Context: an optimization exercise on an open-source flow, tuned for small area and few clock cycles per item. The choices shown serve that exercise and are no tape-out recipe. At most, simulation tests tie the RTL to the original design; equivalence was not proved. No activity file was given, so power comes from the tool's default toggle rates.

==> module memSubsystemTop, before the edit <==
module memSubsystemTop (
    input  logic        clk,
    input  logic        reset,
    input  logic        inValid,
    output logic        inReady,
    input  logic        inWrite,
    input  logic        inPoison,
    input  logic [3:0]  inByteMask,
    input  logic [15:0] inAddr,
    input  logic [31:0] inData,
    input  logic        rspStall,
    output logic        rspValid,
    output logic [31:0] rspData,
    output logic [3:0]  rspParityErr
);
    localparam int QDEPTH = 3;
    logic [31:0] mem    [16];
    logic [3:0]  poison [16];
    logic [3:0]  qAddr  [QDEPTH];
    logic        qValid [QDEPTH];
    logic        stallQ;
    logic        pop;
    logic        conflict;
    logic        full;
    logic        accept;
    logic        doWrite;
    logic        doRead;
    logic [3:0]  addr;
    assign addr     = inAddr[3:0];
    assign rspValid = qValid[0] && !stallQ;
    assign pop      = rspValid;
    always_comb begin
        conflict = 1'b0;
        for (int i = 0; i < QDEPTH; i++) begin
            if (qValid[i] && qAddr[i] == addr && !(i == 0 && pop)) conflict = 1'b1;
        end
    end
    assign full    = qValid[QDEPTH-1] && !pop;
    assign inReady = inWrite ? !conflict : !full;
    assign accept  = inValid && inReady && !reset;
    assign doWrite = accept && inWrite;
    assign doRead  = accept && !inWrite;
    always_ff @(posedge clk) begin
        for (int w = 0; w < 16; w++) begin
            for (int b = 0; b < 4; b++) begin
                if (doWrite && addr == 4'(w) && inByteMask[b]) begin
                    mem[w][b*8 +: 8] <= inData[b*8 +: 8];
                    poison[w][b]     <= inPoison;
                end
            end
        end
    end
    always_ff @(posedge clk) begin
        stallQ <= rspStall;
    end
    always_ff @(posedge clk) begin
        if (reset) begin
            for (int i = 0; i < QDEPTH; i++) qValid[i] <= 1'b0;
        end else begin
            for (int i = 0; i < QDEPTH; i++) begin
                logic       v;
                logic       vPrev;
                v     = pop ? ((i + 1 < QDEPTH) ? qValid[i+1] : 1'b0) : qValid[i];
                vPrev = (i == 0) ? 1'b1 : (pop ? qValid[i] : qValid[i-1]);
                qValid[i] <= v || (doRead && vPrev && !v);
            end
        end
    end
    always_ff @(posedge clk) begin
        for (int i = 0; i < QDEPTH; i++) begin
            logic       v;
            logic       vPrev;
            v     = pop ? ((i + 1 < QDEPTH) ? qValid[i+1] : 1'b0) : qValid[i];
            vPrev = (i == 0) ? 1'b1 : (pop ? qValid[i] : qValid[i-1]);
            if (doRead && vPrev && !v) qAddr[i] <= addr;
            else if (pop && i + 1 < QDEPTH) qAddr[i] <= qAddr[(i + 1 < QDEPTH) ? i + 1 : i];
        end
    end
    assign rspData      = mem[qAddr[0]];
    assign rspParityErr = poison[qAddr[0]];
endmodule
export LEC_CHECK = 0
export ABC_AREA = 1
export CAP_MARGIN = 20
export CORE_MARGIN = 2
export CORE_UTILIZATION = 70
export CTS_BUF_LIST = sky130_fd_sc_hd__clkbuf_8
export CTS_CLUSTER_DIAMETER = 60
export CTS_CLUSTER_SIZE = 18
export PLACE_DENSITY = 0.8
export SLEW_MARGIN = 20
create_clock -name core_clock -period 5.0 [get_ports {clk}]
standard.sh (not shown) runs the stock make flow with config.mk's settings and CLKGATE_MAP_FILE= SYNTH_SCRIPT=/design/flow/synth_recipe.tcl, a recipe that flattens the netlist after the stock synthesis.
==> flow/flow/run.sh <==
#!/bin/bash
# The standard layout (the standard.sh, config.mk and make variables), with these changes:
#  - ABC maps the logic with an area-oriented script (flow/area.abc); registers are untouched
#  - the clock tree is built without dummy loads
#  - the port buffers are buf_1 cells instead of delay buffers
set -euo pipefail
HERE=$(pwd)
# The standard flow's synthesis script with the abc override prepended
{ cat "$HERE/flow/synth.tcl"; tail -n +2 "$HERE/synth_recipe.tcl"; } > "$HERE/own_synth.tcl"
sed -e "s#SYNTH_SCRIPT=[^ ]*#SYNTH_SCRIPT=$HERE/own_synth.tcl#" "$HERE/standard.sh" > "$HERE/own_standard.sh"
export OWN_ABC_SCRIPT="$HERE/flow/area.abc"
export BUFFER_PORTS_ARGS="-buffer_cell sky130_fd_sc_hd__buf_1"
export CTS_ARGS="-sink_clustering_enable -repair_clock_nets -dont_use_dummy_load -buf_list sky130_fd_sc_hd__clkbuf_8 -sink_clustering_size 18 -sink_clustering_max_diameter 60"
bash "$HERE/own_standard.sh" finish > "$HERE/flow_make.log" 2>&1
==> flow/flow/area.abc <==
strash
dch
amap
==> flow/flow/synth.tcl <==
# The standard flow's synthesis script, with ABC's technology mapping done by area.abc (area-oriented amap).
proc synth {args} { yosys synth -nofsm -noshare {*}$args }
proc abc {args} {
  set i [lsearch -exact $args -script]
  if { $i >= 0 } { set args [lreplace $args $i [expr {$i + 1}] -script $::env(OWN_ABC_SCRIPT)] }
  yosys abc {*}$args
}
Testbench counts at the start, summed over its fixed seeds: cycles 3,301, items 3,200.
Change:
--- a/flow/design.v
+++ b/flow/design.v
@@ -16,5 +16,5 @@
     output logic [3:0]  rspParityErr
 );
-    localparam int QDEPTH = 3;
+    localparam int QDEPTH = 2;
     logic [31:0] mem    [16];
     logic [3:0]  poison [16];
@@ -79,6 +79,12 @@
         end
     end
-    assign rspData      = mem[qAddr[0]];
-    assign rspParityErr = poison[qAddr[0]];
+    logic [3:0] headHi;
+    always_ff @(posedge clk) begin
+        if (doRead && !(pop ? qValid[1] : qValid[0])) headHi <= addr;
+        else if (pop) headHi <= qAddr[1];
+    end
+    assign rspData[15:0]  = mem[qAddr[0]][15:0];
+    assign rspData[31:16] = mem[headHi][31:16];
+    assign rspParityErr   = {poison[headHi][3:2], poison[qAddr[0]][1:0]};
 endmodule
 `default_nettype wire
The changed run produced a clean layout.
Total power goes down slightly.
Die area came out lower slightly.
Hold slack improves by 0.014 ns.
Worst setup slack gains 0.15 ns.
Critical path depth stays the same.
Utilization went down by 0.25 points.
Final area came out lower slightly.
Function not checked in the second run of this note: the RTL went through the layout flow alone.

[static timing again, ports no longer ideal]
How much do the figures lean on ideal ports? The routed layouts below were timed once more, with nothing changed but the port constraints. Step 1: set_driving_cell puts a clkbuf_16 on clk and a buf_2 on each other input, an assumption about the parent block. Step 2, shift: input delay + t, output delay - t, t = (earliest + latest rising clock arrival at the registers) / 2. This alone moves slack from input paths to output paths. Slacks: ideal / step 1 / step 2; pairs: ideal / step 1.
run | t, ns | slack for setup (ns) | latest minus earliest clock arrival (ns) | slew at the worst register clock pin (ns)
the first run | 0.613 | 0.322 / 0.273 / 0.329 | 0.033 / 0.033 | 0.11 / 0.11
the second run | 0.613 | 0.471 / 0.423 / 0.778 | 0.057 / 0.057 | 0.11 / 0.11
After both steps every run listed still meets setup and hold.
